This design comes from an exercise in tuning for small area, a short achievable clock period and few clock cycles per item on the open sky130 flow, not from production work. RTL that was checked went through simulation tests only; none was proved equivalent to the original. Function not checked in runs 1 and 2: the RTL went through the layout flow alone. Power and IR drop assume default switching activity.

### design/flow/config.mk
export PLATFORM = sky130hd
export DESIGN_NAME = matvec3
export DESIGN_NICKNAME = matvec3
export VERILOG_FILES = /design/flow/design.v
export SDC_FILE = /design/flow/constraint.sdc
export NUM_CORES = 4
export LEC_CHECK = 0
export CAP_MARGIN = 20
export CORE_MARGIN = 2
export CORE_UTILIZATION = 60
export CTS_BUF_LIST = sky130_fd_sc_hd__clkbuf_8
export CTS_CLUSTER_DIAMETER = 50
export CTS_CLUSTER_SIZE = 16
export SETUP_SLACK_MARGIN = 5
export SLEW_MARGIN = 20
### design/flow/constraint.sdc
create_clock -name core_clock -period 8.5 [get_ports {clk}]
set_input_delay 1.7000 -clock core_clock [delete_from_list [all_inputs] [get_ports {clk}]]
set_output_delay 1.7000 -clock core_clock [all_outputs]
set_load 0.01 [all_outputs]
### design/flow/design.v
package matvec_dims_pkg;
    localparam int MAT_DIM   = 3;
    localparam int MAT_WORDS = MAT_DIM * MAT_DIM;
    localparam int JOB_WORDS = MAT_WORDS + MAT_DIM;    
    localparam int SAMPLE_W = 14;
    localparam int ACC_W    = 2 * SAMPLE_W;            
    typedef logic signed [SAMPLE_W-1:0] sample_t;
    typedef logic signed [ACC_W-1:0] acc_t;
    typedef logic [3:0] w_addr_t;                      
    typedef logic [1:0] x_addr_t;                      
    typedef logic [3:0] load_count_t;
endpackage
package matvec_ctrl_pkg;
    typedef enum logic [1:0] {
        LOAD    = 2'd0,
        ISSUE   = 2'd1,
        DRAIN   = 2'd2,
        PRESENT = 2'd3
    } seq_state_t;
    localparam int READ_LATENCY = 1;
endpackage
`timescale 1ns/1ps
module mac_unit (
    input  logic [13:0] a,        
    input  logic [6:0]  one,      
    input  logic [6:0]  two,      
    input  logic [6:0]  neg,      
    input  logic        v,        
    input  logic [27:0] acc_s,    
    input  logic [27:0] acc_c,
    output logic [27:0] s,        
    output logic [27:0] c
);
    logic pp0_0;
    logic pp0_1;
    logic pp0_2;
    logic pp0_3;
    logic pp0_4;
    logic pp0_5;
    logic pp0_6;
    logic pp0_7;
    logic pp0_8;
    logic pp0_9;
    logic pp0_10;
    logic pp0_11;
    logic pp0_12;
    logic pp0_13;
    logic pp0_14;
    logic pp1_0;
    logic pp1_1;
    logic pp1_2;
    logic pp1_3;
    logic pp1_4;
    logic pp1_5;
    logic pp1_6;
    logic pp1_7;
    logic pp1_8;
    logic pp1_9;
    logic pp1_10;
    logic pp1_11;
    logic pp1_12;
    logic pp1_13;
    logic pp1_14;
    logic pp2_0;
    logic pp2_1;
    logic pp2_2;
    logic pp2_3;
    logic pp2_4;
    logic pp2_5;
    logic pp2_6;
    logic pp2_7;
    logic pp2_8;
    logic pp2_9;
    logic pp2_10;
    logic pp2_11;
    logic pp2_12;
    logic pp2_13;
    logic pp2_14;
    logic pp3_0;
    logic pp3_1;
    logic pp3_2;
    logic pp3_3;
    logic pp3_4;
    logic pp3_5;
    logic pp3_6;
    logic pp3_7;
    logic pp3_8;
    logic pp3_9;
    logic pp3_10;
    logic pp3_11;
    logic pp3_12;
    logic pp3_13;
    logic pp3_14;
    logic pp4_0;
    logic pp4_1;
    logic pp4_2;
    logic pp4_3;
    logic pp4_4;
    logic pp4_5;
    logic pp4_6;
    logic pp4_7;
    logic pp4_8;
    logic pp4_9;
    logic pp4_10;
    logic pp4_11;
    logic pp4_12;
    logic pp4_13;
    logic pp4_14;
    logic pp5_0;
    logic pp5_1;
    logic pp5_2;
    logic pp5_3;
    logic pp5_4;
    logic pp5_5;
    logic pp5_6;
    logic pp5_7;
    logic pp5_8;
    logic pp5_9;
    logic pp5_10;
    logic pp5_11;
    logic pp5_12;
    logic pp5_13;
    logic pp5_14;
    logic pp6_0;
    logic pp6_1;
    logic pp6_2;
    logic pp6_3;
    logic pp6_4;
    logic pp6_5;
    logic pp6_6;
    logic pp6_7;
    logic pp6_8;
    logic pp6_9;
    logic pp6_10;
    logic pp6_11;
    logic pp6_12;
    logic pp6_13;
    logic pp6_14;
    logic hs0;
    logic hc0;
    logic hs1;
    logic hc1;
    logic hs2;
    logic hc2;
    logic hs3;
    logic hc3;
    logic hs4;
    logic hc4;
    logic fs5;
    logic fc5;
    logic hs6;
    logic hc6;
    logic fs7;
    logic fc7;
    logic hs8;
    logic hc8;
    logic fs9;
    logic fc9;
    logic fs10;
    logic fc10;
    logic hs11;
    logic hc11;
    logic fs12;
    logic fc12;
    logic fs13;
    logic fc13;
    logic hs14;
    logic hc14;
    logic fs15;
    logic fc15;
    logic fs16;
    logic fc16;
    logic fs17;
    logic fc17;
    logic fs18;
    logic fc18;
    logic fs19;
    logic fc19;
    logic fs20;
    logic fc20;
    logic fs21;
    logic fc21;
    logic fs22;
    logic fc22;
    logic fs23;
    logic fc23;
    logic fs24;
    logic fc24;
    logic fs25;
    logic fc25;
    logic fs26;
    logic fc26;
    logic fs27;
    logic fc27;
    logic fs28;
    logic fc28;
    logic hs29;
    logic hc29;
    logic fs30;
    logic fc30;
    logic fs31;
    logic fc31;
    logic fs32;
    logic fc32;
    logic hs33;
    logic hc33;
    logic fs34;
    logic fc34;
    logic hs35;
    logic hc35;
    logic hs36;
    logic hc36;
    logic hs37;
    logic hc37;
    logic fs38;
    logic fc38;
    logic hs39;
    logic hc39;
    logic fs40;
    logic fc40;
    logic hs41;
    logic hc41;
    logic fs42;
    logic fc42;
    logic fs43;
    logic fc43;
    logic fs44;
    logic fc44;
    logic fs45;
    logic fc45;
    logic fs46;
    logic fc46;
    logic fs47;
    logic fc47;
    logic fs48;
    logic fc48;
    logic fs49;
    logic fc49;
    logic fs50;
    logic fc50;
    logic fs51;
    logic fc51;
    logic fs52;
    logic fc52;
    logic fs53;
    logic fc53;
    logic fs54;
    logic fc54;
    logic fs55;
    logic fc55;
    logic fs56;
    logic fc56;
    logic fs57;
    logic fc57;
    logic fs58;
    logic fc58;
    logic fs59;
    logic fc59;
    logic fs60;
    logic fc60;
    logic fs61;
    logic fc61;
    logic fs62;
    logic fc62;
    logic fs63;
    logic fc63;
    logic fs64;
    logic fc64;
    logic fs65;
    logic fc65;
    logic fs66;
    logic fc66;
    logic fs67;
    logic fc67;
    logic fs68;
    logic fc68;
    logic fs69;
    logic fc69;
    logic fs70;
    logic fc70;
    logic fs71;
    logic fc71;
    logic fs72;
    logic fc72;
    logic fs73;
    logic fc73;
    logic fs74;
    logic fc74;
    logic hs75;
    logic hc75;
    logic fs76;
    logic fc76;
    logic hs77;
    logic hc77;
    logic hs78;
    logic hc78;
    logic hs79;
    logic hc79;
    logic fs80;
    logic fc80;
    logic fs81;
    logic fc81;
    logic fs82;
    logic fc82;
    logic fs83;
    logic fc83;
    logic fs84;
    logic fc84;
    logic fs85;
    logic fc85;
    logic fs86;
    logic fc86;
    logic fs87;
    logic fc87;
    logic fs88;
    logic fc88;
    logic fs89;
    logic fc89;
    logic fs90;
    logic fc90;
    logic fs91;
    logic fc91;
    logic fs92;
    logic fc92;
    logic fs93;
    logic fc93;
    logic fs94;
    logic fc94;
    logic fs95;
    logic fc95;
    logic fs96;
    logic fc96;
    logic fs97;
    logic fc97;
    logic fs98;
    logic fc98;
    logic fs99;
    logic fc99;
    logic fs100;
    logic fc100;
    logic fs101;
    logic fc101;
    logic fs102;
    logic fc102;
    logic fs103;
    logic fc103;
    logic hs104;
    logic hc104;
    logic hs105;
    logic hc105;
    logic fs106;
    logic fc106;
    logic fs107;
    logic fc107;
    logic fs108;
    logic fc108;
    logic fs109;
    logic fc109;
    logic fs110;
    logic fc110;
    logic fs111;
    logic fc111;
    logic fs112;
    logic fc112;
    logic fs113;
    logic fc113;
    logic fs114;
    logic fc114;
    logic fs115;
    logic fc115;
    logic fs116;
    logic fc116;
    logic fs117;
    logic fc117;
    logic fs118;
    logic fc118;
    logic fs119;
    logic fc119;
    logic fs120;
    logic fc120;
    logic fs121;
    logic fc121;
    logic fs122;
    logic fc122;
    logic fs123;
    logic fc123;
    logic fs124;
    logic fc124;
    logic fs125;
    logic fc125;
    logic fs126;
    logic fc126;
    logic fs127;
    logic fc127;
    logic fs128;
    logic fc128;
    logic fs129;
    logic fc129;
    logic fs130;
    logic fc130;
    logic fs131;
    logic fc131;
    logic fs132;
    logic fc132;
    assign pp0_0 = neg[0] ^ ((one[0] & a[0]) | (two[0] & 1'b0));
    assign pp0_1 = neg[0] ^ ((one[0] & a[1]) | (two[0] & a[0]));
    assign pp0_2 = neg[0] ^ ((one[0] & a[2]) | (two[0] & a[1]));
    assign pp0_3 = neg[0] ^ ((one[0] & a[3]) | (two[0] & a[2]));
    assign pp0_4 = neg[0] ^ ((one[0] & a[4]) | (two[0] & a[3]));
    assign pp0_5 = neg[0] ^ ((one[0] & a[5]) | (two[0] & a[4]));
    assign pp0_6 = neg[0] ^ ((one[0] & a[6]) | (two[0] & a[5]));
    assign pp0_7 = neg[0] ^ ((one[0] & a[7]) | (two[0] & a[6]));
    assign pp0_8 = neg[0] ^ ((one[0] & a[8]) | (two[0] & a[7]));
    assign pp0_9 = neg[0] ^ ((one[0] & a[9]) | (two[0] & a[8]));
    assign pp0_10 = neg[0] ^ ((one[0] & a[10]) | (two[0] & a[9]));
    assign pp0_11 = neg[0] ^ ((one[0] & a[11]) | (two[0] & a[10]));
    assign pp0_12 = neg[0] ^ ((one[0] & a[12]) | (two[0] & a[11]));
    assign pp0_13 = neg[0] ^ ((one[0] & a[13]) | (two[0] & a[12]));
    assign pp0_14 = v & ~(neg[0] ^ ((one[0] & a[13]) | (two[0] & a[13])));    
    assign pp1_0 = neg[1] ^ ((one[1] & a[0]) | (two[1] & 1'b0));
    assign pp1_1 = neg[1] ^ ((one[1] & a[1]) | (two[1] & a[0]));
    assign pp1_2 = neg[1] ^ ((one[1] & a[2]) | (two[1] & a[1]));
    assign pp1_3 = neg[1] ^ ((one[1] & a[3]) | (two[1] & a[2]));
    assign pp1_4 = neg[1] ^ ((one[1] & a[4]) | (two[1] & a[3]));
    assign pp1_5 = neg[1] ^ ((one[1] & a[5]) | (two[1] & a[4]));
    assign pp1_6 = neg[1] ^ ((one[1] & a[6]) | (two[1] & a[5]));
    assign pp1_7 = neg[1] ^ ((one[1] & a[7]) | (two[1] & a[6]));
    assign pp1_8 = neg[1] ^ ((one[1] & a[8]) | (two[1] & a[7]));
    assign pp1_9 = neg[1] ^ ((one[1] & a[9]) | (two[1] & a[8]));
    assign pp1_10 = neg[1] ^ ((one[1] & a[10]) | (two[1] & a[9]));
    assign pp1_11 = neg[1] ^ ((one[1] & a[11]) | (two[1] & a[10]));
    assign pp1_12 = neg[1] ^ ((one[1] & a[12]) | (two[1] & a[11]));
    assign pp1_13 = neg[1] ^ ((one[1] & a[13]) | (two[1] & a[12]));
    assign pp1_14 = v & ~(neg[1] ^ ((one[1] & a[13]) | (two[1] & a[13])));    
    assign pp2_0 = neg[2] ^ ((one[2] & a[0]) | (two[2] & 1'b0));
    assign pp2_1 = neg[2] ^ ((one[2] & a[1]) | (two[2] & a[0]));
    assign pp2_2 = neg[2] ^ ((one[2] & a[2]) | (two[2] & a[1]));
    assign pp2_3 = neg[2] ^ ((one[2] & a[3]) | (two[2] & a[2]));
    assign pp2_4 = neg[2] ^ ((one[2] & a[4]) | (two[2] & a[3]));
    assign pp2_5 = neg[2] ^ ((one[2] & a[5]) | (two[2] & a[4]));
    assign pp2_6 = neg[2] ^ ((one[2] & a[6]) | (two[2] & a[5]));
    assign pp2_7 = neg[2] ^ ((one[2] & a[7]) | (two[2] & a[6]));
    assign pp2_8 = neg[2] ^ ((one[2] & a[8]) | (two[2] & a[7]));
    assign pp2_9 = neg[2] ^ ((one[2] & a[9]) | (two[2] & a[8]));
    assign pp2_10 = neg[2] ^ ((one[2] & a[10]) | (two[2] & a[9]));
    assign pp2_11 = neg[2] ^ ((one[2] & a[11]) | (two[2] & a[10]));
    assign pp2_12 = neg[2] ^ ((one[2] & a[12]) | (two[2] & a[11]));
    assign pp2_13 = neg[2] ^ ((one[2] & a[13]) | (two[2] & a[12]));
    assign pp2_14 = v & ~(neg[2] ^ ((one[2] & a[13]) | (two[2] & a[13])));    
    assign pp3_0 = neg[3] ^ ((one[3] & a[0]) | (two[3] & 1'b0));
    assign pp3_1 = neg[3] ^ ((one[3] & a[1]) | (two[3] & a[0]));
    assign pp3_2 = neg[3] ^ ((one[3] & a[2]) | (two[3] & a[1]));
    assign pp3_3 = neg[3] ^ ((one[3] & a[3]) | (two[3] & a[2]));
    assign pp3_4 = neg[3] ^ ((one[3] & a[4]) | (two[3] & a[3]));
    assign pp3_5 = neg[3] ^ ((one[3] & a[5]) | (two[3] & a[4]));
    assign pp3_6 = neg[3] ^ ((one[3] & a[6]) | (two[3] & a[5]));
    assign pp3_7 = neg[3] ^ ((one[3] & a[7]) | (two[3] & a[6]));
    assign pp3_8 = neg[3] ^ ((one[3] & a[8]) | (two[3] & a[7]));
    assign pp3_9 = neg[3] ^ ((one[3] & a[9]) | (two[3] & a[8]));
    assign pp3_10 = neg[3] ^ ((one[3] & a[10]) | (two[3] & a[9]));
    assign pp3_11 = neg[3] ^ ((one[3] & a[11]) | (two[3] & a[10]));
    assign pp3_12 = neg[3] ^ ((one[3] & a[12]) | (two[3] & a[11]));
    assign pp3_13 = neg[3] ^ ((one[3] & a[13]) | (two[3] & a[12]));
    assign pp3_14 = v & ~(neg[3] ^ ((one[3] & a[13]) | (two[3] & a[13])));    
    assign pp4_0 = neg[4] ^ ((one[4] & a[0]) | (two[4] & 1'b0));
    assign pp4_1 = neg[4] ^ ((one[4] & a[1]) | (two[4] & a[0]));
    assign pp4_2 = neg[4] ^ ((one[4] & a[2]) | (two[4] & a[1]));
    assign pp4_3 = neg[4] ^ ((one[4] & a[3]) | (two[4] & a[2]));
    assign pp4_4 = neg[4] ^ ((one[4] & a[4]) | (two[4] & a[3]));
    assign pp4_5 = neg[4] ^ ((one[4] & a[5]) | (two[4] & a[4]));
    assign pp4_6 = neg[4] ^ ((one[4] & a[6]) | (two[4] & a[5]));
    assign pp4_7 = neg[4] ^ ((one[4] & a[7]) | (two[4] & a[6]));
    assign pp4_8 = neg[4] ^ ((one[4] & a[8]) | (two[4] & a[7]));
    assign pp4_9 = neg[4] ^ ((one[4] & a[9]) | (two[4] & a[8]));
    assign pp4_10 = neg[4] ^ ((one[4] & a[10]) | (two[4] & a[9]));
    assign pp4_11 = neg[4] ^ ((one[4] & a[11]) | (two[4] & a[10]));
    assign pp4_12 = neg[4] ^ ((one[4] & a[12]) | (two[4] & a[11]));
    assign pp4_13 = neg[4] ^ ((one[4] & a[13]) | (two[4] & a[12]));
    assign pp4_14 = v & ~(neg[4] ^ ((one[4] & a[13]) | (two[4] & a[13])));    
    assign pp5_0 = neg[5] ^ ((one[5] & a[0]) | (two[5] & 1'b0));
    assign pp5_1 = neg[5] ^ ((one[5] & a[1]) | (two[5] & a[0]));
    assign pp5_2 = neg[5] ^ ((one[5] & a[2]) | (two[5] & a[1]));
    assign pp5_3 = neg[5] ^ ((one[5] & a[3]) | (two[5] & a[2]));
    assign pp5_4 = neg[5] ^ ((one[5] & a[4]) | (two[5] & a[3]));
    assign pp5_5 = neg[5] ^ ((one[5] & a[5]) | (two[5] & a[4]));
    assign pp5_6 = neg[5] ^ ((one[5] & a[6]) | (two[5] & a[5]));
    assign pp5_7 = neg[5] ^ ((one[5] & a[7]) | (two[5] & a[6]));
    assign pp5_8 = neg[5] ^ ((one[5] & a[8]) | (two[5] & a[7]));
    assign pp5_9 = neg[5] ^ ((one[5] & a[9]) | (two[5] & a[8]));
    assign pp5_10 = neg[5] ^ ((one[5] & a[10]) | (two[5] & a[9]));
    assign pp5_11 = neg[5] ^ ((one[5] & a[11]) | (two[5] & a[10]));
    assign pp5_12 = neg[5] ^ ((one[5] & a[12]) | (two[5] & a[11]));
    assign pp5_13 = neg[5] ^ ((one[5] & a[13]) | (two[5] & a[12]));
    assign pp5_14 = v & ~(neg[5] ^ ((one[5] & a[13]) | (two[5] & a[13])));    
    assign pp6_0 = neg[6] ^ ((one[6] & a[0]) | (two[6] & 1'b0));
    assign pp6_1 = neg[6] ^ ((one[6] & a[1]) | (two[6] & a[0]));
    assign pp6_2 = neg[6] ^ ((one[6] & a[2]) | (two[6] & a[1]));
    assign pp6_3 = neg[6] ^ ((one[6] & a[3]) | (two[6] & a[2]));
    assign pp6_4 = neg[6] ^ ((one[6] & a[4]) | (two[6] & a[3]));
    assign pp6_5 = neg[6] ^ ((one[6] & a[5]) | (two[6] & a[4]));
    assign pp6_6 = neg[6] ^ ((one[6] & a[6]) | (two[6] & a[5]));
    assign pp6_7 = neg[6] ^ ((one[6] & a[7]) | (two[6] & a[6]));
    assign pp6_8 = neg[6] ^ ((one[6] & a[8]) | (two[6] & a[7]));
    assign pp6_9 = neg[6] ^ ((one[6] & a[9]) | (two[6] & a[8]));
    assign pp6_10 = neg[6] ^ ((one[6] & a[10]) | (two[6] & a[9]));
    assign pp6_11 = neg[6] ^ ((one[6] & a[11]) | (two[6] & a[10]));
    assign pp6_12 = neg[6] ^ ((one[6] & a[12]) | (two[6] & a[11]));
    assign pp6_13 = neg[6] ^ ((one[6] & a[13]) | (two[6] & a[12]));
    assign pp6_14 = v & ~(neg[6] ^ ((one[6] & a[13]) | (two[6] & a[13])));    
    assign hs0 = neg[6] ^ acc_c[12];
    assign hc0 = neg[6] & acc_c[12];
    assign hs1 = acc_c[13] ^ acc_s[13];
    assign hc1 = acc_c[13] & acc_s[13];
    assign hs2 = acc_c[14] ^ acc_s[14];
    assign hc2 = acc_c[14] & acc_s[14];
    assign hs3 = neg[3] ^ acc_c[6];
    assign hc3 = neg[3] & acc_c[6];
    assign hs4 = acc_c[7] ^ acc_s[7];
    assign hc4 = acc_c[7] & acc_s[7];
    assign fs5 = neg[4] ^ acc_c[8] ^ acc_s[8];
    assign fc5 = (neg[4] & acc_c[8]) | (neg[4] & acc_s[8]) | (acc_c[8] & acc_s[8]);
    assign hs6 = pp0_8 ^ pp1_6;
    assign hc6 = pp0_8 & pp1_6;
    assign fs7 = acc_c[9] ^ acc_s[9] ^ pp0_9;
    assign fc7 = (acc_c[9] & acc_s[9]) | (acc_c[9] & pp0_9) | (acc_s[9] & pp0_9);
    assign hs8 = pp1_7 ^ pp2_5;
    assign hc8 = pp1_7 & pp2_5;
    assign fs9 = neg[5] ^ acc_c[10] ^ acc_s[10];
    assign fc9 = (neg[5] & acc_c[10]) | (neg[5] & acc_s[10]) | (acc_c[10] & acc_s[10]);
    assign fs10 = pp0_10 ^ pp1_8 ^ pp2_6;
    assign fc10 = (pp0_10 & pp1_8) | (pp0_10 & pp2_6) | (pp1_8 & pp2_6);
    assign hs11 = pp3_4 ^ pp4_2;
    assign hc11 = pp3_4 & pp4_2;
    assign fs12 = acc_c[11] ^ acc_s[11] ^ pp0_11;
    assign fc12 = (acc_c[11] & acc_s[11]) | (acc_c[11] & pp0_11) | (acc_s[11] & pp0_11);
    assign fs13 = pp1_9 ^ pp2_7 ^ pp3_5;
    assign fc13 = (pp1_9 & pp2_7) | (pp1_9 & pp3_5) | (pp2_7 & pp3_5);
    assign hs14 = pp4_3 ^ pp5_1;
    assign hc14 = pp4_3 & pp5_1;
    assign fs15 = acc_s[12] ^ hs0 ^ pp0_12;
    assign fc15 = (acc_s[12] & hs0) | (acc_s[12] & pp0_12) | (hs0 & pp0_12);
    assign fs16 = pp1_10 ^ pp2_8 ^ pp3_6;
    assign fc16 = (pp1_10 & pp2_8) | (pp1_10 & pp3_6) | (pp2_8 & pp3_6);
    assign fs17 = pp4_4 ^ pp5_2 ^ pp6_0;
    assign fc17 = (pp4_4 & pp5_2) | (pp4_4 & pp6_0) | (pp5_2 & pp6_0);
    assign fs18 = hc0 ^ hs1 ^ pp0_13;
    assign fc18 = (hc0 & hs1) | (hc0 & pp0_13) | (hs1 & pp0_13);
    assign fs19 = pp1_11 ^ pp2_9 ^ pp3_7;
    assign fc19 = (pp1_11 & pp2_9) | (pp1_11 & pp3_7) | (pp2_9 & pp3_7);
    assign fs20 = pp4_5 ^ pp5_3 ^ pp6_1;
    assign fc20 = (pp4_5 & pp5_3) | (pp4_5 & pp6_1) | (pp5_3 & pp6_1);
    assign fs21 = hc1 ^ hs2 ^ pp0_14;
    assign fc21 = (hc1 & hs2) | (hc1 & pp0_14) | (hs2 & pp0_14);
    assign fs22 = pp1_12 ^ pp2_10 ^ pp3_8;
    assign fc22 = (pp1_12 & pp2_10) | (pp1_12 & pp3_8) | (pp2_10 & pp3_8);
    assign fs23 = pp4_6 ^ pp5_4 ^ pp6_2;
    assign fc23 = (pp4_6 & pp5_4) | (pp4_6 & pp6_2) | (pp5_4 & pp6_2);
    assign fs24 = acc_c[15] ^ acc_s[15] ^ hc2;
    assign fc24 = (acc_c[15] & acc_s[15]) | (acc_c[15] & hc2) | (acc_s[15] & hc2);
    assign fs25 = pp1_13 ^ pp2_11 ^ pp3_9;
    assign fc25 = (pp1_13 & pp2_11) | (pp1_13 & pp3_9) | (pp2_11 & pp3_9);
    assign fs26 = pp4_7 ^ pp5_5 ^ pp6_3;
    assign fc26 = (pp4_7 & pp5_5) | (pp4_7 & pp6_3) | (pp5_5 & pp6_3);
    assign fs27 = acc_c[16] ^ acc_s[16] ^ pp1_14;
    assign fc27 = (acc_c[16] & acc_s[16]) | (acc_c[16] & pp1_14) | (acc_s[16] & pp1_14);
    assign fs28 = pp2_12 ^ pp3_10 ^ pp4_8;
    assign fc28 = (pp2_12 & pp3_10) | (pp2_12 & pp4_8) | (pp3_10 & pp4_8);
    assign hs29 = pp5_6 ^ pp6_4;
    assign hc29 = pp5_6 & pp6_4;
    assign fs30 = acc_c[17] ^ acc_s[17] ^ pp2_13;
    assign fc30 = (acc_c[17] & acc_s[17]) | (acc_c[17] & pp2_13) | (acc_s[17] & pp2_13);
    assign fs31 = pp3_11 ^ pp4_9 ^ pp5_7;
    assign fc31 = (pp3_11 & pp4_9) | (pp3_11 & pp5_7) | (pp4_9 & pp5_7);
    assign fs32 = acc_c[18] ^ acc_s[18] ^ pp2_14;
    assign fc32 = (acc_c[18] & acc_s[18]) | (acc_c[18] & pp2_14) | (acc_s[18] & pp2_14);
    assign hs33 = pp3_12 ^ pp4_10;
    assign hc33 = pp3_12 & pp4_10;
    assign fs34 = acc_c[19] ^ acc_s[19] ^ pp3_13;
    assign fc34 = (acc_c[19] & acc_s[19]) | (acc_c[19] & pp3_13) | (acc_s[19] & pp3_13);
    assign hs35 = acc_c[20] ^ acc_s[20];
    assign hc35 = acc_c[20] & acc_s[20];
    assign hs36 = neg[1] ^ acc_c[2];
    assign hc36 = neg[1] & acc_c[2];
    assign hs37 = acc_c[3] ^ acc_s[3];
    assign hc37 = acc_c[3] & acc_s[3];
    assign fs38 = neg[2] ^ acc_c[4] ^ acc_s[4];
    assign fc38 = (neg[2] & acc_c[4]) | (neg[2] & acc_s[4]) | (acc_c[4] & acc_s[4]);
    assign hs39 = pp0_4 ^ pp1_2;
    assign hc39 = pp0_4 & pp1_2;
    assign fs40 = acc_c[5] ^ acc_s[5] ^ pp0_5;
    assign fc40 = (acc_c[5] & acc_s[5]) | (acc_c[5] & pp0_5) | (acc_s[5] & pp0_5);
    assign hs41 = pp1_3 ^ pp2_1;
    assign hc41 = pp1_3 & pp2_1;
    assign fs42 = acc_s[6] ^ hs3 ^ pp0_6;
    assign fc42 = (acc_s[6] & hs3) | (acc_s[6] & pp0_6) | (hs3 & pp0_6);
    assign fs43 = pp1_4 ^ pp2_2 ^ pp3_0;
    assign fc43 = (pp1_4 & pp2_2) | (pp1_4 & pp3_0) | (pp2_2 & pp3_0);
    assign fs44 = hc3 ^ hs4 ^ pp0_7;
    assign fc44 = (hc3 & hs4) | (hc3 & pp0_7) | (hs4 & pp0_7);
    assign fs45 = pp1_5 ^ pp2_3 ^ pp3_1;
    assign fc45 = (pp1_5 & pp2_3) | (pp1_5 & pp3_1) | (pp2_3 & pp3_1);
    assign fs46 = hc4 ^ pp2_4 ^ pp3_2;
    assign fc46 = (hc4 & pp2_4) | (hc4 & pp3_2) | (pp2_4 & pp3_2);
    assign fs47 = pp4_0 ^ fs5 ^ hs6;
    assign fc47 = (pp4_0 & fs5) | (pp4_0 & hs6) | (fs5 & hs6);
    assign fs48 = pp3_3 ^ pp4_1 ^ fc5;
    assign fc48 = (pp3_3 & pp4_1) | (pp3_3 & fc5) | (pp4_1 & fc5);
    assign fs49 = hc6 ^ hs8 ^ fs7;
    assign fc49 = (hc6 & hs8) | (hc6 & fs7) | (hs8 & fs7);
    assign fs50 = pp5_0 ^ fs9 ^ hc8;
    assign fc50 = (pp5_0 & fs9) | (pp5_0 & hc8) | (fs9 & hc8);
    assign fs51 = hs11 ^ fc7 ^ fs10;
    assign fc51 = (hs11 & fc7) | (hs11 & fs10) | (fc7 & fs10);
    assign fs52 = fc9 ^ hc11 ^ hs14;
    assign fc52 = (fc9 & hc11) | (fc9 & hs14) | (hc11 & hs14);
    assign fs53 = fc10 ^ fs12 ^ fs13;
    assign fc53 = (fc10 & fs12) | (fc10 & fs13) | (fs12 & fs13);
    assign fs54 = hc14 ^ fc12 ^ fc13;
    assign fc54 = (hc14 & fc12) | (hc14 & fc13) | (fc12 & fc13);
    assign fs55 = fs15 ^ fs16 ^ fs17;
    assign fc55 = (fs15 & fs16) | (fs15 & fs17) | (fs16 & fs17);
    assign fs56 = fc15 ^ fc16 ^ fc17;
    assign fc56 = (fc15 & fc16) | (fc15 & fc17) | (fc16 & fc17);
    assign fs57 = fs18 ^ fs19 ^ fs20;
    assign fc57 = (fs18 & fs19) | (fs18 & fs20) | (fs19 & fs20);
    assign fs58 = fc18 ^ fc19 ^ fc20;
    assign fc58 = (fc18 & fc19) | (fc18 & fc20) | (fc19 & fc20);
    assign fs59 = fs21 ^ fs22 ^ fs23;
    assign fc59 = (fs21 & fs22) | (fs21 & fs23) | (fs22 & fs23);
    assign fs60 = fc21 ^ fc22 ^ fc23;
    assign fc60 = (fc21 & fc22) | (fc21 & fc23) | (fc22 & fc23);
    assign fs61 = fs24 ^ fs25 ^ fs26;
    assign fc61 = (fs24 & fs25) | (fs24 & fs26) | (fs25 & fs26);
    assign fs62 = hs29 ^ fc24 ^ fc25;
    assign fc62 = (hs29 & fc24) | (hs29 & fc25) | (fc24 & fc25);
    assign fs63 = fc26 ^ fs27 ^ fs28;
    assign fc63 = (fc26 & fs27) | (fc26 & fs28) | (fs27 & fs28);
    assign fs64 = pp6_5 ^ hc29 ^ fc27;
    assign fc64 = (pp6_5 & hc29) | (pp6_5 & fc27) | (hc29 & fc27);
    assign fs65 = fc28 ^ fs30 ^ fs31;
    assign fc65 = (fc28 & fs30) | (fc28 & fs31) | (fs30 & fs31);
    assign fs66 = pp5_8 ^ pp6_6 ^ hs33;
    assign fc66 = (pp5_8 & pp6_6) | (pp5_8 & hs33) | (pp6_6 & hs33);
    assign fs67 = fc30 ^ fc31 ^ fs32;
    assign fc67 = (fc30 & fc31) | (fc30 & fs32) | (fc31 & fs32);
    assign fs68 = pp4_11 ^ pp5_9 ^ pp6_7;
    assign fc68 = (pp4_11 & pp5_9) | (pp4_11 & pp6_7) | (pp5_9 & pp6_7);
    assign fs69 = hc33 ^ fc32 ^ fs34;
    assign fc69 = (hc33 & fc32) | (hc33 & fs34) | (fc32 & fs34);
    assign fs70 = hs35 ^ pp3_14 ^ pp4_12;
    assign fc70 = (hs35 & pp3_14) | (hs35 & pp4_12) | (pp3_14 & pp4_12);
    assign fs71 = pp5_10 ^ pp6_8 ^ fc34;
    assign fc71 = (pp5_10 & pp6_8) | (pp5_10 & fc34) | (pp6_8 & fc34);
    assign fs72 = acc_c[21] ^ acc_s[21] ^ hc35;
    assign fc72 = (acc_c[21] & acc_s[21]) | (acc_c[21] & hc35) | (acc_s[21] & hc35);
    assign fs73 = pp4_13 ^ pp5_11 ^ pp6_9;
    assign fc73 = (pp4_13 & pp5_11) | (pp4_13 & pp6_9) | (pp5_11 & pp6_9);
    assign fs74 = acc_c[22] ^ acc_s[22] ^ pp4_14;
    assign fc74 = (acc_c[22] & acc_s[22]) | (acc_c[22] & pp4_14) | (acc_s[22] & pp4_14);
    assign hs75 = pp5_12 ^ pp6_10;
    assign hc75 = pp5_12 & pp6_10;
    assign fs76 = acc_c[23] ^ acc_s[23] ^ pp5_13;
    assign fc76 = (acc_c[23] & acc_s[23]) | (acc_c[23] & pp5_13) | (acc_s[23] & pp5_13);
    assign hs77 = acc_c[24] ^ acc_s[24];
    assign hc77 = acc_c[24] & acc_s[24];
    assign hs78 = neg[0] ^ acc_c[0];
    assign hc78 = neg[0] & acc_c[0];
    assign hs79 = acc_c[1] ^ acc_s[1];
    assign hc79 = acc_c[1] & acc_s[1];
    assign fs80 = acc_s[2] ^ hs36 ^ pp0_2;
    assign fc80 = (acc_s[2] & hs36) | (acc_s[2] & pp0_2) | (hs36 & pp0_2);
    assign fs81 = hc36 ^ hs37 ^ pp0_3;
    assign fc81 = (hc36 & hs37) | (hc36 & pp0_3) | (hs37 & pp0_3);
    assign fs82 = hc37 ^ pp2_0 ^ fs38;
    assign fc82 = (hc37 & pp2_0) | (hc37 & fs38) | (pp2_0 & fs38);
    assign fs83 = fc38 ^ hc39 ^ hs41;
    assign fc83 = (fc38 & hc39) | (fc38 & hs41) | (hc39 & hs41);
    assign fs84 = hc41 ^ fc40 ^ fs42;
    assign fc84 = (hc41 & fc40) | (hc41 & fs42) | (fc40 & fs42);
    assign fs85 = fc42 ^ fc43 ^ fs44;
    assign fc85 = (fc42 & fc43) | (fc42 & fs44) | (fc43 & fs44);
    assign fs86 = fc44 ^ fc45 ^ fs46;
    assign fc86 = (fc44 & fc45) | (fc44 & fs46) | (fc45 & fs46);
    assign fs87 = fc46 ^ fs48 ^ fc47;
    assign fc87 = (fc46 & fs48) | (fc46 & fc47) | (fs48 & fc47);
    assign fs88 = fc48 ^ fs50 ^ fc49;
    assign fc88 = (fc48 & fs50) | (fc48 & fc49) | (fs50 & fc49);
    assign fs89 = fc50 ^ fs52 ^ fc51;
    assign fc89 = (fc50 & fs52) | (fc50 & fc51) | (fs52 & fc51);
    assign fs90 = fc52 ^ fc53 ^ fs54;
    assign fc90 = (fc52 & fc53) | (fc52 & fs54) | (fc53 & fs54);
    assign fs91 = fc54 ^ fc55 ^ fs56;
    assign fc91 = (fc54 & fc55) | (fc54 & fs56) | (fc55 & fs56);
    assign fs92 = fc56 ^ fc57 ^ fs58;
    assign fc92 = (fc56 & fc57) | (fc56 & fs58) | (fc57 & fs58);
    assign fs93 = fc58 ^ fc59 ^ fs60;
    assign fc93 = (fc58 & fc59) | (fc58 & fs60) | (fc59 & fs60);
    assign fs94 = fc60 ^ fc61 ^ fs62;
    assign fc94 = (fc60 & fc61) | (fc60 & fs62) | (fc61 & fs62);
    assign fs95 = fc62 ^ fc63 ^ fs64;
    assign fc95 = (fc62 & fc63) | (fc62 & fs64) | (fc63 & fs64);
    assign fs96 = fs66 ^ fc64 ^ fc65;
    assign fc96 = (fs66 & fc64) | (fs66 & fc65) | (fc64 & fc65);
    assign fs97 = fs68 ^ fc66 ^ fc67;
    assign fc97 = (fs68 & fc66) | (fs68 & fc67) | (fc66 & fc67);
    assign fs98 = fc68 ^ fs70 ^ fc69;
    assign fc98 = (fc68 & fs70) | (fc68 & fc69) | (fs70 & fc69);
    assign fs99 = fc70 ^ fs72 ^ fs73;
    assign fc99 = (fc70 & fs72) | (fc70 & fs73) | (fs72 & fs73);
    assign fs100 = hs75 ^ fc72 ^ fc73;
    assign fc100 = (hs75 & fc72) | (hs75 & fc73) | (fc72 & fc73);
    assign fs101 = pp6_11 ^ hc75 ^ fc74;
    assign fc101 = (pp6_11 & hc75) | (pp6_11 & fc74) | (hc75 & fc74);
    assign fs102 = hs77 ^ pp5_14 ^ pp6_12;
    assign fc102 = (hs77 & pp5_14) | (hs77 & pp6_12) | (pp5_14 & pp6_12);
    assign fs103 = acc_c[25] ^ acc_s[25] ^ hc77;
    assign fc103 = (acc_c[25] & acc_s[25]) | (acc_c[25] & hc77) | (acc_s[25] & hc77);
    assign hs104 = acc_c[26] ^ acc_s[26];
    assign hc104 = acc_c[26] & acc_s[26];
    assign hs105 = acc_s[0] ^ hs78;
    assign hc105 = acc_s[0] & hs78;
    assign fs106 = hc78 ^ hs79 ^ pp0_1;
    assign fc106 = (hc78 & hs79) | (hc78 & pp0_1) | (hs79 & pp0_1);
    assign fs107 = hc79 ^ pp1_0 ^ fs80;
    assign fc107 = (hc79 & pp1_0) | (hc79 & fs80) | (pp1_0 & fs80);
    assign fs108 = pp1_1 ^ fc80 ^ fs81;
    assign fc108 = (pp1_1 & fc80) | (pp1_1 & fs81) | (fc80 & fs81);
    assign fs109 = hs39 ^ fc81 ^ fs82;
    assign fc109 = (hs39 & fc81) | (hs39 & fs82) | (fc81 & fs82);
    assign fs110 = fs40 ^ fc82 ^ fs83;
    assign fc110 = (fs40 & fc82) | (fs40 & fs83) | (fc82 & fs83);
    assign fs111 = fs43 ^ fc83 ^ fs84;
    assign fc111 = (fs43 & fc83) | (fs43 & fs84) | (fc83 & fs84);
    assign fs112 = fs45 ^ fc84 ^ fs85;
    assign fc112 = (fs45 & fc84) | (fs45 & fs85) | (fc84 & fs85);
    assign fs113 = fs47 ^ fc85 ^ fs86;
    assign fc113 = (fs47 & fc85) | (fs47 & fs86) | (fc85 & fs86);
    assign fs114 = fc86 ^ fs49 ^ fs87;
    assign fc114 = (fc86 & fs49) | (fc86 & fs87) | (fs49 & fs87);
    assign fs115 = fs51 ^ fc87 ^ fs88;
    assign fc115 = (fs51 & fc87) | (fs51 & fs88) | (fc87 & fs88);
    assign fs116 = fs53 ^ fc88 ^ fs89;
    assign fc116 = (fs53 & fc88) | (fs53 & fs89) | (fc88 & fs89);
    assign fs117 = fs55 ^ fc89 ^ fs90;
    assign fc117 = (fs55 & fc89) | (fs55 & fs90) | (fc89 & fs90);
    assign fs118 = fs57 ^ fc90 ^ fs91;
    assign fc118 = (fs57 & fc90) | (fs57 & fs91) | (fc90 & fs91);
    assign fs119 = fs59 ^ fc91 ^ fs92;
    assign fc119 = (fs59 & fc91) | (fs59 & fs92) | (fc91 & fs92);
    assign fs120 = fs61 ^ fc92 ^ fs93;
    assign fc120 = (fs61 & fc92) | (fs61 & fs93) | (fc92 & fs93);
    assign fs121 = fs63 ^ fc93 ^ fs94;
    assign fc121 = (fs63 & fc93) | (fs63 & fs94) | (fc93 & fs94);
    assign fs122 = fs65 ^ fc94 ^ fs95;
    assign fc122 = (fs65 & fc94) | (fs65 & fs95) | (fc94 & fs95);
    assign fs123 = fs67 ^ fc95 ^ fs96;
    assign fc123 = (fs67 & fc95) | (fs67 & fs96) | (fc95 & fs96);
    assign fs124 = fs69 ^ fc96 ^ fs97;
    assign fc124 = (fs69 & fc96) | (fs69 & fs97) | (fc96 & fs97);
    assign fs125 = fs71 ^ fc97 ^ fs98;
    assign fc125 = (fs71 & fc97) | (fs71 & fs98) | (fc97 & fs98);
    assign fs126 = fc71 ^ fs99 ^ fc98;
    assign fc126 = (fc71 & fs99) | (fc71 & fc98) | (fs99 & fc98);
    assign fs127 = fs74 ^ fc99 ^ fs100;
    assign fc127 = (fs74 & fc99) | (fs74 & fs100) | (fc99 & fs100);
    assign fs128 = fs76 ^ fc100 ^ fs101;
    assign fc128 = (fs76 & fc100) | (fs76 & fs101) | (fc100 & fs101);
    assign fs129 = fc76 ^ fs102 ^ fc101;
    assign fc129 = (fc76 & fs102) | (fc76 & fc101) | (fs102 & fc101);
    assign fs130 = pp6_13 ^ fc102 ^ fs103;
    assign fc130 = (pp6_13 & fc102) | (pp6_13 & fs103) | (fc102 & fs103);
    assign fs131 = hs104 ^ pp6_14 ^ fc103;
    assign fc131 = (hs104 & pp6_14) | (hs104 & fc103) | (pp6_14 & fc103);
    assign fs132 = acc_c[27] ^ acc_s[27] ^ hc104;
    assign fc132 = (acc_c[27] & acc_s[27]) | (acc_c[27] & hc104) | (acc_s[27] & hc104);
    assign s[0] = pp0_0;
    assign c[0] = hs105;
    assign s[1] = hc105;
    assign c[1] = fs106;
    assign s[2] = fc106;
    assign c[2] = fs107;
    assign s[3] = fc107;
    assign c[3] = fs108;
    assign s[4] = fc108;
    assign c[4] = fs109;
    assign s[5] = fc109;
    assign c[5] = fs110;
    assign s[6] = fc110;
    assign c[6] = fs111;
    assign s[7] = fc111;
    assign c[7] = fs112;
    assign s[8] = fc112;
    assign c[8] = fs113;
    assign s[9] = fc113;
    assign c[9] = fs114;
    assign s[10] = fc114;
    assign c[10] = fs115;
    assign s[11] = fc115;
    assign c[11] = fs116;
    assign s[12] = fc116;
    assign c[12] = fs117;
    assign s[13] = fc117;
    assign c[13] = fs118;
    assign s[14] = fc118;
    assign c[14] = fs119;
    assign s[15] = fc119;
    assign c[15] = fs120;
    assign s[16] = fc120;
    assign c[16] = fs121;
    assign s[17] = fc121;
    assign c[17] = fs122;
    assign s[18] = fc122;
    assign c[18] = fs123;
    assign s[19] = fc123;
    assign c[19] = fs124;
    assign s[20] = fc124;
    assign c[20] = fs125;
    assign s[21] = fc125;
    assign c[21] = fs126;
    assign s[22] = fs127;
    assign c[22] = fc126;
    assign s[23] = fc127;
    assign c[23] = fs128;
    assign s[24] = fc128;
    assign c[24] = fs129;
    assign s[25] = fs130;
    assign c[25] = fc129;
    assign s[26] = fc130;
    assign c[26] = fs131;
    assign s[27] = fs132;
    assign c[27] = fc131;
endmodule
`timescale 1ns/1ps
module matvec3 (
    input  logic                     clk,
    input  logic                     reset,
    input  logic                     input_valid,
    output logic                     input_ready,
    input  matvec_dims_pkg::sample_t input_data,
    output logic                     output_valid,
    input  logic                     output_ready,
    output matvec_dims_pkg::acc_t    output_data
);
    typedef matvec_dims_pkg::sample_t sample_t;
    typedef matvec_dims_pkg::acc_t    acc_t;
    logic [3:0]  ph;
    sample_t     ring [0:11];
    logic [3:0]  lp;             
    logic        ahead;          
    logic [1:0]  cr, ck;         
    logic [3:0]  cp;             
    logic        due;            
    logic [2:0]  xv;             
    logic        ready_q;
    logic [6:0]  one_q, two_q, neg_q;    
    logic        m_v, m_first, m_last;
    acc_t        acc_s, acc_c;   
    acc_t        sum_s, sum_c;
    logic        acc_done;       
    acc_t        out_q;
    logic        out_v;          
    logic        out_free;       
    logic        in_fire;
    logic        issue;
    logic        transfer;
    assign input_ready  = ready_q;
    assign output_valid = out_v;
    assign output_data  = out_q;
    assign in_fire  = input_valid && ready_q;
    assign transfer = acc_done && out_free;
    assign issue = due && xv[ck] && ((ck != 2'd0) || out_free);
    logic [3:0] ph_n;
    logic [1:0] cr_i, ck_i;
    logic [3:0] cp_i;
    logic       last_p;          
    logic [3:0] lp_inc;
    logic       due_i, due_ni;
    logic       rdy_f_i, rdy_f_ni, rdy_nf_i, rdy_nf_ni;
    function automatic logic slot_free(input logic ahd, input logic [3:0] w, input logic [3:0] c);
        if (!ahd)
            slot_free = 1'b1;
        else if (w < 4'd9)
            slot_free = (c > w);
        else
            slot_free = (c > w - 4'd3);
    endfunction
    always_comb begin
        ph_n   = (ph == 4'd11) ? 4'd0 : ph + 4'd1;
        last_p = (cp == 4'd8);
        cp_i   = last_p ? 4'd0 : cp + 4'd1;
        ck_i   = (ck == 2'd2) ? 2'd0 : ck + 2'd1;
        cr_i   = (ck != 2'd2) ? cr : ((cr == 2'd2) ? 2'd0 : cr + 2'd1);
        due_i  = !last_p;
        due_ni = (ph == ((cp >= 4'd3) ? cp - 4'd3 : cp + 4'd9));
        lp_inc = (lp == 4'd11) ? 4'd0 : lp + 4'd1;
        rdy_f_i   = slot_free((lp == 4'd11) ? 1'b1 : (last_p ? 1'b0 : ahead), lp_inc, cp_i);
        rdy_f_ni  = slot_free((lp == 4'd11) ? 1'b1 : ahead, lp_inc, cp);
        rdy_nf_i  = (ph_n == lp) && slot_free(last_p ? 1'b0 : ahead, lp, cp_i);
        rdy_nf_ni = (ph_n == lp) && slot_free(ahead, lp, cp);
    end
    always_ff @(posedge clk) begin
        if (reset) begin
            ph       <= 4'd0;
            lp       <= '0;
            ahead    <= 1'b0;
            cr       <= '0;
            ck       <= '0;
            cp       <= '0;
            due      <= 1'b0;
            xv       <= '0;
            ready_q  <= 1'b1;
            m_v      <= 1'b0;
            acc_done <= 1'b0;
            out_v    <= 1'b0;
            out_free <= 1'b1;
        end else begin
            ph <= ph_n;
            if (in_fire) begin
                lp <= lp_inc;
                ready_q <= issue ? rdy_f_i : rdy_f_ni;
            end else begin
                ready_q <= issue ? rdy_nf_i : rdy_nf_ni;
            end
            if (in_fire && lp == 4'd11)
                ahead <= 1'b1;
            else if (issue && last_p)
                ahead <= 1'b0;
            if (issue) begin
                cr <= cr_i;
                ck <= ck_i;
                cp <= cp_i;
            end
            due <= issue ? due_i : due_ni;
            for (int k = 0; k < 3; k++) begin
                if (in_fire && ph == 4'(9 + k))
                    xv[k] <= 1'b1;
                else if (issue && cr == 2'd2 && ck == 2'(k))
                    xv[k] <= 1'b0;
            end
            m_v <= issue;
            if (m_v && m_last)
                acc_done <= 1'b1;
            else if (transfer)
                acc_done <= 1'b0;
            out_v    <= transfer || (!out_free && !output_ready);
            out_free <= !transfer && (out_free || output_ready);
        end
    end
    sample_t    x_op;
    logic [6:0] x_lo;            
    always_comb begin
        case (cr)
            2'd0:    x_op = ring[0];
            2'd1:    x_op = ring[3];
            default: x_op = ring[6];
        endcase
    end
    assign x_lo = {x_op[11], x_op[9], x_op[7], x_op[5], x_op[3], x_op[1], 1'b0};
    always_ff @(posedge clk) begin
        ring[0] <= in_fire ? input_data : ring[11];
        for (int i = 1; i < 12; i++)
            ring[i] <= ring[i-1];
        for (int i = 0; i < 7; i++) begin
            one_q[i] <= issue && (x_op[2*i] ^ x_lo[i]);
            two_q[i] <= issue && ((x_op[2*i+1] && !x_op[2*i] && !x_lo[i]) ||
                                  (!x_op[2*i+1] && x_op[2*i] && x_lo[i]));
            neg_q[i] <= issue && x_op[2*i+1];
        end
        m_first <= issue && (ck == 2'd0);
        m_last  <= issue && (ck == 2'd2);
        acc_s <= sum_s;
        acc_c <= sum_c;
        if (transfer)
            out_q <= acc_s + acc_c;
    end
    mac_unit mac_unit_i (
        .a     (ring[10]),
        .one   (one_q),
        .two   (two_q),
        .neg   (neg_q),
        .v     (m_v),
        .acc_s (m_first ? acc_t'(28'h0004000) : acc_s),
        .acc_c (m_first ? acc_t'(0) : acc_c),
        .s     (sum_s),
        .c     (sum_c)
    );
endmodule
### design/flow/flow/run.sh
#!/bin/bash
# The standard layout, with plain buffers (not delay cells) on the ports and
# timing repair aimed below the clock period.
set -euo pipefail
bash standard.sh BUFFER_PORTS_ARGS="-buffer_cell sky130_fd_sc_hd__buf_2" SETUP_SLACK_MARGIN=5.65 finish > flow_make.log 2>&1
### design/flow/standard.sh
#!/bin/bash
# synth_recipe.tcl (not shown) runs the flow's synth.tcl, then flattens the netlist and writes it again
# the make line also repeats each setting of config.mk as NAME=value (left out here)
make -C /OpenROAD-flow-scripts/flow DESIGN_CONFIG=/design/flow/config.mk WORK_HOME=/design/flow/orfs CLKGATE_MAP_FILE= SYNTH_SCRIPT=/design/flow/synth_recipe.tcl "${@:-finish}"
==> reports/qor.csv, run 1 <==
metric,value,unit
run status,no timing/DRC/antenna violations,
"Cell Area, Synth",15000,µm²
CTS max path bufs,3,
max_slew headroom,54.2,%
final WL,32100,µm
Vert. Die Dim,162,µm
core box area,24500,µm²
GR Overflow Total,0,
Post-synth EDFFs,28,
final hold vios,0,
CTS Buf Count,28,
synth unique cells,53,
vias in the first global route,9914,
fin util,71.7,%
clk root buf,clkbuf_8,
post-synthesis sequential area ratio,42.0,%
met2 usage,39.2,%
hold slack,0.327,ns
RD Place Congestion,0.864,
top cell type's share of synthesized area,36.4,%
Die W,162,µm
Final Setup Violations,0,
H-tree depth,1,
Port Buf Inserts,47,
synth warn,3,
drc violations,0,
1st-iter DRT viols,708,
layout cells sized above 1,24.3,%
fin crit share,35.2,%
via count,9921,
Clock transition at path regs,0.09,ns
clock sink total,301,
launching element type of the critical path,register,
drt pass-1 iters,5,
synthesized instance count,1388,
layout net count,1701,
total design power,2.77,mW
routed len/inst,17.6,µm
FILL cells,1768,
biggest area consumer among synthesized cells,dfxtp_1,
CP Class,reg2reg,
# IOs,48,
Power Density,158,nW/µm²
Leak,7.22,nW
setup repair after global routing missed its margin,true,
number of instances in the placed design,1699,
Post-Syn Area per Cell,10.8,µm²
CTS tree,built,
die area,26300,µm²
initial antenna violation count,0,
busiest grt layer,met2,
Worst-Margin Slew,0.686,ns
critical path capture point type,register,
n_diodes,0,
fin cells,1823,
clock period minus worst slack,2.99,ns
Fin Clk Skew,0.0235,ns
starting density of the core,61.4,%
met3 usage,3.55,%
CP Data Arrival Time,3.46,ns
"Data required, critical path",8.97,ns
FMAX,335,MHz
synth top area cells,"dfxtp_1 36%, fa_1 15%, ha_1 7.3%, edfxtp_1 5.6%, xnor2_1 5.4%",
"FFs w/ async S/R, synth",0,%
hpwl dp,21600,µm
final setup TNS,0,ns
Hold Crit Class,reg2reg,
VDD IR max,0.000166,V
Slowest cell on crit path,fa_2,
worst-skew pair later-pin latency,0.61,ns
Area Growth Syn to Fin,16.9,%
dominant synthesized flop cell,dfxtp_1,
grt met1 use,33.6,%
first-pass GRT wire length,50700,µm
DRT antenna net count,0,
Vias/cell,5.44,
Crit Path Max Fanout,8,
"Slew Viols, Final",0,
max_cap viols,0,
max incr delay on CP,0.54,ns
Total GRT Usage,24.1,%
CP Cell Sequence,buf_12 > or2_4 > ha_4 > inv_2 > fa_2 > fa_2 > fa_1 > inv_1 > fa_1,
# rows,57,
Syn Nets,1604,
largest net degree at the start of global routing,30,
Seq cells post-synth,301,
[cell type report]
cell class	count	area [µm²]	share of cell area, %
Clock buffer	29	399	2.28
Clock inverter	15	180	1.03
Inverter	124	468	2.67
Multi-Input combinational cell	897	8600	49.0
Sequential cell	301	6450	36.8
Tap cell	324	405	2.31
Timing Repair Buffer	133	1040	5.91
[cells by family after synthesis]
| logic type | Yosys count | share of synthesized area (%) |
|---|---|---|
| flip-flops | 301 | 42.0 |
| AND/OR/NAND/NOR | 263 | 8.76 |
| AO/OA/AOI/OAI | 253 | 11.3 |
| adder cells (fa/ha/maj) | 200 | 22.2 |
| buffers and inverters | 190 | 4.79 |
| XOR/XNOR | 152 | 8.87 |
| multiplexers | 29 | 2.05 |
[Yosys cell counts (all sizes together), types with 11 or more instances]
cell type	instances
dfxtp	273
inv	124
fa	111
xnor2	92
a22oi	91
ha	87
nor2	78
a21oi	71
clkbuf	60
xor2	60
nor2b	54
nand2	52
o21ai	38
edfxtp	28
nand2b	18
mux2i	15
nand3	15
mux2	14
nor3	13
o21a	13
and2	11
[state kept, by name, summed over array words and instances (netlist names)]
signal    cells
out_q        28
m_v           1
ahead         1
neg_q         7
ring        168
lp            4
out_free      1
acc_c        28
ph            4
two_q         7
one_q         7
acc_s        28
m_first       1
xv            3
ready_q       1
cr            2
cp            4
out_v         1
due           1
ck            2
m_last        1
acc_done      1
[metrics by stage]
stage | setup slack (ns) | instance area (µm²)
after detailed placement | 5.00 | 15500
after global routing | 5.41 | 17500
after floorplan | 5.56 | 15100
final | 5.51 | 17500
after CTS | 5.52 | 16700
after global placement | 5.10 | 15500
[path summary, 6_finish.rpt]
path                            slack [ns]  cells after the start         from          end
worst max-delay path                  5.51                      9      m_first    acc_c[15]
worst max register to register        5.51                      9      m_first    acc_c[15]
worst min-delay path                  0.33                      0  ring[8][10]  ring[9][10]
worst min register to register        0.33                      0  ring[8][10]  ring[9][10]
[power breakdown]
group	switching, mW	internal (mW)	leakage, nW
clock	0.501	0.395	0.300
sequential	0.0870	1.56	2.55
combinational	0.124	0.104	4.37
total	0.713	2.06	7.22
[layout by cell type, fill, tap and decap left out, types with 7 or more instances in the layout]
cell type / netlist / routed
fa_2: 0 / 30
dfxtp_1: 273 / 230
mux2i_1: 15 / 15
a22oi_2: 0 / 27
nor2b_1: 54 / 41
clkbuf_8: 0 / 29
mux2_2: 14 / 14
o21ai_0: 32 / 29
nand3_1: 15 / 14
buf_4: 1 / 68
inv_2: 1 / 13
xor2_2: 0 / 9
ha_1: 87 / 80
nor2b_4: 0 / 8
xnor2_1: 92 / 88
nor3_1: 12 / 12
a22oi_1: 91 / 64
nand2b_1: 18 / 11
edfxtp_1: 28 / 28
buf_2: 1 / 47
inv_1: 123 / 112
and2_1: 11 / 9
o21a_1: 13 / 13
fa_1: 111 / 81
nand2_1: 52 / 50
dfxtp_4: 0 / 37
buf_6: 0 / 7
nand2b_4: 0 / 7
a21oi_1: 71 / 70
xor2_1: 60 / 50
nor2_1: 78 / 76
[layer usage]
layer / up-vias / part of all wire (%)
met4: 0 / 3.3
met2: 264 / 47
met5: - / 0
li1: 4797 / -
met3: 71 / 4.7
met1: 4789 / 45
[timing repair]
action	in CTS	in global routing
resized for setup	128	99
endpoints found under the setup margin	44	35
hold buffers	0	0
cloned	2	2
buffers inserted	35	41
pin swaps	29	52
[critical path, delay by kind of cell (launching register included)]
family / cells / cell delay, ns
fa+ha+maj: 5 / 1.96
flops: 1 / 0.38
buf+inv: 3 / 0.27
simple gates: 1 / 0.24
==> run 2, diff against run 1 <==
==> design/flow/flow/run.sh (replaced) <==
#!/bin/bash
# The standard layout, with plain buffers (not delay cells) on the ports and
# timing repair aimed below the clock period.
set -euo pipefail
bash standard.sh BUFFER_PORTS_ARGS="-buffer_cell sky130_fd_sc_hd__buf_2" SETUP_SLACK_MARGIN=5.4 finish > flow_make.log 2>&1
==> reports/qor.csv, run 2 <==
metric,value,unit
run status,no timing/DRC/antenna violations,
Vias/cell,5.45,
routed len/inst,17.2,µm
busiest grt layer,met2,
Total GRT Usage,23.6,%
largest net degree at the start of global routing,30,
Seq cells post-synth,301,
clock period minus worst slack,3.04,ns
DRT antenna net count,0,
via count,9550,
FMAX,329,MHz
first-pass GRT wire length,49900,µm
vias in the first global route,9496,
met3 usage,2.94,%
Pint,1.99,mW
Die W,162,µm
Power Density,166,nW/µm²
max_slew headroom,35.1,%
CTS max path bufs,3,
GR Overflow Total,0,
worst-skew pair later-pin latency,0.60,ns
Post-synth EDFFs,28,
"Cell Area, Synth",15000,µm²
final hold vios,0,
CTS tree,built,
layout net count,1630,
clock sink total,301,
Final Setup Violations,0,
CTS Hold Buffers Added,0,
most instantiated cells after synthesis,"273 x dfxtp_1, 123 x inv_1, 111 x fa_1",
VDD IR max,0.000197,V
core box area,24500,µm²
1st-iter DRT viols,693,
layout cells sized above 1,13.2,%
Largest register FFs,168,
"commonest non-fill, non-tap cells in the layout","234 x dfxtp_1, 123 x inv_1, 107 x fa_1",
CP Class,reg2reg,
hold-critical path depth,0,
post-synthesis sequential area ratio,42.0,%
synth unique cells,53,
setup repair after global routing missed its margin,true,
initial antenna violation count,0,
Clock transition at path regs,0.10,ns
Crit Path Max Fanout,10,
Clk network pwr share,31.8,%
fin crit share,35.7,%
number of instances in the placed design,1698,
Leak,6.76,nW
Fin Clk Skew,0.0272,ns
biggest area consumer among synthesized cells,dfxtp_1,
Port Buf Inserts,47,
drt pass-1 iters,5,
H-tree depth,1,
CP Cell Sequence,buf_4 > a22oi_2 > xor2_1 > fa_1 > fa_2 > fa_1 > inv_1 > fa_1,
share of total power in combinational logic,6.6,%
critical path capture point type,register,
Post-Syn Area per Cell,10.8,µm²
drc violations,0,
Flop pwr share,61.6,%
RD Place Congestion,0.887,
n_diodes,0,
"Slew Viols, Final",0,
met2 usage,36.2,%
die area,26300,µm²
synth top area cells,"dfxtp_1 36%, fa_1 15%, ha_1 7.3%, edfxtp_1 5.6%, xnor2_1 5.4%",
# IOs,48,
Slowest cell on crit path,fa_1,
max incr delay on CP,0.52,ns
grt met1 use,35.8,%
launching element type of the critical path,register,
sw power,0.710,mW
top cell type's share of synthesized area,36.4,%
Area Growth Syn to Fin,8.71,%
fin cells,1752,
hpwl dp,21600,µm
"Data required, critical path",8.96,ns
dominant synthesized flop cell,dfxtp_1,
Top reg by flops,ring,
CP Data Arrival Time,3.50,ns
final setup TNS,0,ns
CTS Buf Count,29,
# rows,57,
final WL,30200,µm
Syn Nets,1604,
starting density of the core,61.4,%
Hold Crit Class,reg2reg,
"count leader, synth",dfxtp_1,
clk root buf,clkbuf_8,
Vert. Die Dim,162,µm
reg2reg path depth,8,
FILL cells,1940,
max_cap viols,0,
switch share,26.3,%
"most common cell after layout, fill and taps aside",dfxtp_1,
Worst path most repeated cell,fa_1,
synth warn,3,
Worst-Margin Slew,0.971,ns
"FFs w/ async S/R, synth",0,%
synthesized instance count,1388,
-- run 2: cell type report --
cell class | count | area (µm²) | area share [%]
clock buffers | 29 | 399 | 2.45
multi-input cells | 897 | 8100 | 49.6
inverters | 124 | 465 | 2.85
clock inverters | 16 | 155 | 0.951
flip-flops and latches | 301 | 6390 | 39.2
repair buffers | 61 | 395 | 2.42
well taps | 324 | 405 | 2.48
-- run 2: power groups by stage --
stage | sequential [mW] | combinational (mW) | clock, mW
final | 1.66 | 0.177 | 0.860
after global routing | 1.68 | 0.204 | 0.940
after CTS | 1.67 | 0.172 | 0.889
after detailed placement | 1.69 | 0.171 | 0
after global placement | 1.69 | 0.166 | 0
after floorplan | 1.63 | 0.159 | 0
-- run 2: worst max-delay path, delay by kind of cell, from the launching register on --
family                   cells  cell delay, ns
flip-flops                   1            0.40
AO/OA/AOI/OAI                1            0.13
adder cells (fa/ha/maj)      4            1.87
buffers and inverters        2            0.21
XOR/XNOR                     1            0.26
-- run 2: repair_timing --
action	in CTS	in global routing
setup buffers	2	5
resized for setup	39	40
endpoints found under the setup margin	22	20
pin swaps	1	6
cloned	1	1
-- run 2: kinds of logic after synthesis --
group | Yosys count | share of synthesized area [%]
adders and majority gates | 200 | 22.2
buffers and inverters | 190 | 4.79
xor gates and xnor gates | 152 | 8.87
and+or+nand+nor | 263 | 8.76
AOI/OAI and AO/OA | 253 | 11.3
DFF | 301 | 42.0
muxes | 29 | 2.05
-- run 2: path summary, 6_finish.rpt --
| check | slack [ns] | endpoint | from |
|---|---|---|---|
| worst max register to register | 5.46 | acc_c[14] | ring[10][13] |
| worst min register to register | 0.32 | ring[8][1] | ring[7][1] |
| worst max-delay path | 5.46 | acc_c[14] | ring[10][13] |
| worst min-delay path | 0.32 | ring[8][1] | ring[7][1] |
-- run 2: per-layer routing --
metal	routed length [µm]	share of wire, %
met1	14900	49
met2	13400	44
met3	1320	4.4
met4	564	1.9
met5	0	0
-- run 2: metrics by stage --
stage          setup slack (ns)  util, %  instance area [µm²]  total power, mW  hold WS [ns]
2_1_floorplan              5.40        -                15000             1.79         0.310
3_3_place_gp               5.14     63.1                15400             1.85         0.310
3_5_place_dp               5.11     63.1                15400             1.87         0.312
4_1_cts                    5.40     65.9                16100             2.73         0.323
5_1_grt                    5.31     66.7                16300             2.82         0.333
6_report                   5.46     66.7                16300             2.70         0.320
==> run 3, diff against run 2 <==
--- a/design/flow/design.v
+++ b/design/flow/design.v
@@ -860,4 +860,3 @@
     acc_t        out_q;
-    logic        out_v;          
-    logic        out_free;       
+    logic        out_v;
     logic        in_fire;
@@ -869,4 +868,4 @@
     assign in_fire  = input_valid && ready_q;
-    assign transfer = acc_done && out_free;
-    assign issue = due && xv[ck] && ((ck != 2'd0) || out_free);
+    assign transfer = acc_done && !out_v;
+    assign issue = due && xv[ck] && ((ck != 2'd0) || !out_v);
     logic [3:0] ph_n;
@@ -914,3 +913,2 @@
             out_v    <= 1'b0;
-            out_free <= 1'b1;
         end else begin
@@ -944,4 +942,6 @@
                 acc_done <= 1'b0;
-            out_v    <= transfer || (!out_free && !output_ready);
-            out_free <= !transfer && (out_free || output_ready);
+            if (transfer)
+                out_v <= 1'b1;
+            else if (output_ready)
+                out_v <= 1'b0;
         end
--- a/design/flow/config.mk
+++ b/design/flow/config.mk
@@ -11,4 +11,4 @@
 export CTS_BUF_LIST = sky130_fd_sc_hd__clkbuf_8
-export CTS_CLUSTER_DIAMETER = 50
-export CTS_CLUSTER_SIZE = 16
+export CTS_CLUSTER_DIAMETER = 55
+export CTS_CLUSTER_SIZE = 18
 export SETUP_SLACK_MARGIN = 5
==> reports/qor.csv, run 3 <==
metric,value,unit
fin util,65.9,%
# rows,57,
share of total power in combinational logic,6.4,%
Leak,6.78,nW
launching element type of the critical path,register,
# IOs,48,
max_cap viols,0,
Crit Path Max Fanout,7,
Clock transition at path regs,0.11,ns
Post-Syn Area per Cell,10.9,µm²
hpwl dp,21200,µm
1st-iter DRT viols,694,
most instantiated cells after synthesis,"272 x dfxtp_1, 122 x inv_1, 111 x fa_1",
Syn Nets,1590,
core box area,24400,µm²
setup repair after global routing missed its margin,true,
final hold vios,0,
Worst-Margin Slew,0.975,ns
busiest grt layer,met2,
storage element area,6360,µm²
first-pass GRT wire length,48200,µm
n_diodes,0,
largest net degree at the start of global routing,37,
Area Growth Syn to Fin,7.87,%
reg2reg path depth,9,
FILL cells,2033,
Seq cells post-synth,300,
drt pass-1 iters,5,
Vert. Die Dim,162,µm
Vias/cell,5.37,
layout cells sized above 1,13.0,%
Post-synth EDFFs,28,
switch share,25.9,%
initial antenna violation count,0,
worst path bufs/invs,3,
reg-to-reg critical path endpoint,acc_c[15],
starting density of the core,61.1,%
post-synthesis sequential area ratio,42.2,%
Die W,162,µm
Fin Clk Skew,0.0161,ns
"Slew Viols, Final",0,
max incr delay on CP,0.54,ns
CTS max path bufs,3,
"Cell Area, Synth",14900,µm²
synthesized instance count,1373,
"Data required, critical path",8.98,ns
RD Place Congestion,0.866,
VDD IR max,0.000207,V
synth unique cells,57,
Hold Crit Class,reg2reg,
vias in the first global route,9311,
Power Density,163,nW/µm²
max_slew headroom,34.9,%
final WL,29200,µm
CP Cell Sequence,buf_12 > or2_2 > ha_1 > inv_1 > fa_2 > fa_2 > fa_1 > inv_1 > fa_1,
DRT antenna net count,0,
"FFs w/ async S/R, synth",0,%
run status,no timing/DRC/antenna violations,
"most common cell after layout, fill and taps aside",dfxtp_1,
H-tree depth,1,
CP Class,reg2reg,
synth warn,3,
die area,26100,µm²
clk root buf,clkbuf_8,
Port Buf Inserts,47,
biggest area consumer among synthesized cells,dfxtp_1,
Total GRT Usage,22.9,%
Top reg by flops,ring,
fin crit share,35.8,%
final setup TNS,0,ns
CP top delay family,adder cells,
clock period minus worst slack,3.04,ns
sw power,0.681,mW
top cell type's share of synthesized area,36.5,%
"commonest non-fill, non-tap cells in the layout","232 x dfxtp_1, 120 x inv_1, 107 x fa_1",
CTS Hold Buffers Added,0,
GR Overflow Total,0,
CTS tree,built,
routed len/inst,16.9,µm
dominant synthesized flop cell,dfxtp_1,
Worst Setup EP,acc_c[15],
CP Data Arrival Time,3.52,ns
clock sink total,300,
critical path capture point type,register,
layout net count,1612,
reg2reg setup slack,5.46,ns
CTS Buf Count,25,
via count,9293,
Slowest cell on crit path,fa_2,
reg2reg start,m_first,
worst-skew pair later-pin latency,0.59,ns
"count leader, synth",dfxtp_1,
Clk network pwr share,30.6,%
grt met1 use,33.8,%
FMAX,329,MHz
area of the multi-input gates,7970,µm²
met2 usage,36.2,%
synth top area cells,"dfxtp_1 37%, fa_1 15%, ha_1 7.4%, edfxtp_1 5.6%, xnor2_1 5.4%",
cell count along the critical path,9,
Final Setup Violations,0,
drc violations,0,
Largest register FFs,168,
crit path launch,m_first,
Pint,1.95,mW
Flop pwr share,63.0,%
met3 usage,3.01,%
## run 3: cell types whose count changed after synthesis, sizes merged, moves of 5 or more
| cell | before | now |
|---|---|---|
| nand3 | 15 | 8 |
| buf | 6 | 11 |
| o21ai | 38 | 43 |
| xor2 | 60 | 55 |
| o21a | 13 | 7 |
| clkbuf | 60 | 55 |
| nor2 | 78 | 71 |
## run 3: repair_timing
action,in CTS,in global routing
gates cloned,1,1
resized for setup,37,26
setup endpoints to repair,20,19
pin swaps,0,3
setup buffers,0,7
## run 3: per-layer routing
layer | part of all wire (%) | wire, µm | vias to the layer above
met5 | 0 | 0 | -
met4 | 1.6 | 474 | 0
met3 | 4.1 | 1210 | 39
met2 | 45 | 13200 | 197
met1 | 49 | 14300 | 4455
li1 | - | - | 4602
## run 3: stage by stage
stage               power, mW  hold slack [ns]  worst slack (ns)  cell area, µm²  cells
global route             2.74            0.333              5.37           16100   1730
CTS                      2.65            0.330              5.39           15900   1722
global placement         1.84            0.310              5.12           15300   1683
finish                   2.63            0.329              5.46           16100   1730
floorplan                1.78            0.310              5.40           14900   1373
detailed placement       1.85            0.312              5.02           15300   1683
## run 3: logic make-up (layout without fill, tap and decap cells)
family                     Yosys count  in the layout  synth area share, %
DFF                                300            300                 42.2
AOI/OAI and AO/OA                  258            258                 11.5
and+or+nand+nor                    249            249                 8.42
adders and majority gates          201            201                 22.4
buffers and inverters              189            222                 4.82
xor gates and xnor gates           147            147                 8.63
muxes                               29             29                 2.06
## run 3: how the worst min path moves through the flow
stage           startpoint            to  slack, ns  cells after the start
2_1_floorplan   ring[9][0]   ring[10][0]       0.31                      0
3_3_place_gp    ring[1][0]    ring[2][0]       0.31                      0
3_5_place_dp   ring[9][12]  ring[10][12]       0.31                      0
4_1_cts         ring[9][5]   ring[10][5]       0.33                      0
5_1_grt         ring[1][0]    ring[2][0]       0.33                      0
6_report        ring[2][5]    ring[3][5]       0.33                      0
## run 3: power groups by stage
stage / registers [mW] / clock network (mW) / logic (mW)
6_report: 1.65 / 0.804 / 0.169
5_1_grt: 1.67 / 0.876 / 0.194
4_1_cts: 1.66 / 0.831 / 0.165
3_5_place_dp: 1.69 / 0 / 0.164
3_3_place_gp: 1.68 / 0 / 0.161
2_1_floorplan: 1.63 / 0 / 0.153
## run 3: area by class of cell
| class | count | area share (%) |
|---|---|---|
| Sequential cell | 300 | 39.5 |
| Timing Repair Buffer | 61 | 2.46 |
| Clock inverter | 12 | 0.856 |
| Clock buffer | 26 | 2.22 |
| Inverter | 123 | 2.89 |
| Tap cell | 324 | 2.52 |
| Multi-Input combinational cell | 884 | 49.5 |
Testbench counts of run 3, summed over its fixed seeds: cycles 4,688, jobs 384.

[port drivers added, routing unchanged]
In the flow no input, the clock included, has a driving cell. The finished layouts below were timed again as built, in two steps.
Step 1 assumes that a clkbuf_16 drives the clock port and a buf_2 every other input.
Step 2, shift: input delay + t, output delay - t, t = (earliest + latest rising clock arrival at the registers) / 2. This alone moves slack from input paths to output paths.
a / b / c = no drivers / after step 1 / after step 2; a / b = the first two.
| run | shift t [ns] | setup WS [ns] | latest minus earliest clock arrival (ns) |
|---|---|---|---|
| run 1 | 0.638 | 5.511 / 5.511 / 5.511 | 0.024 / 0.024 |
| run 2 | 0.634 | 5.461 / 5.461 / 5.221 | 0.028 / 0.028 |
| run 3 | 0.624 | 5.461 / 5.461 / 5.070 | 0.016 / 0.016 |
After both steps every run listed still meets setup and hold. The setup slack of run 3, which loses most, moves by 0.000 ns with the drivers and by -0.391 ns with both steps.
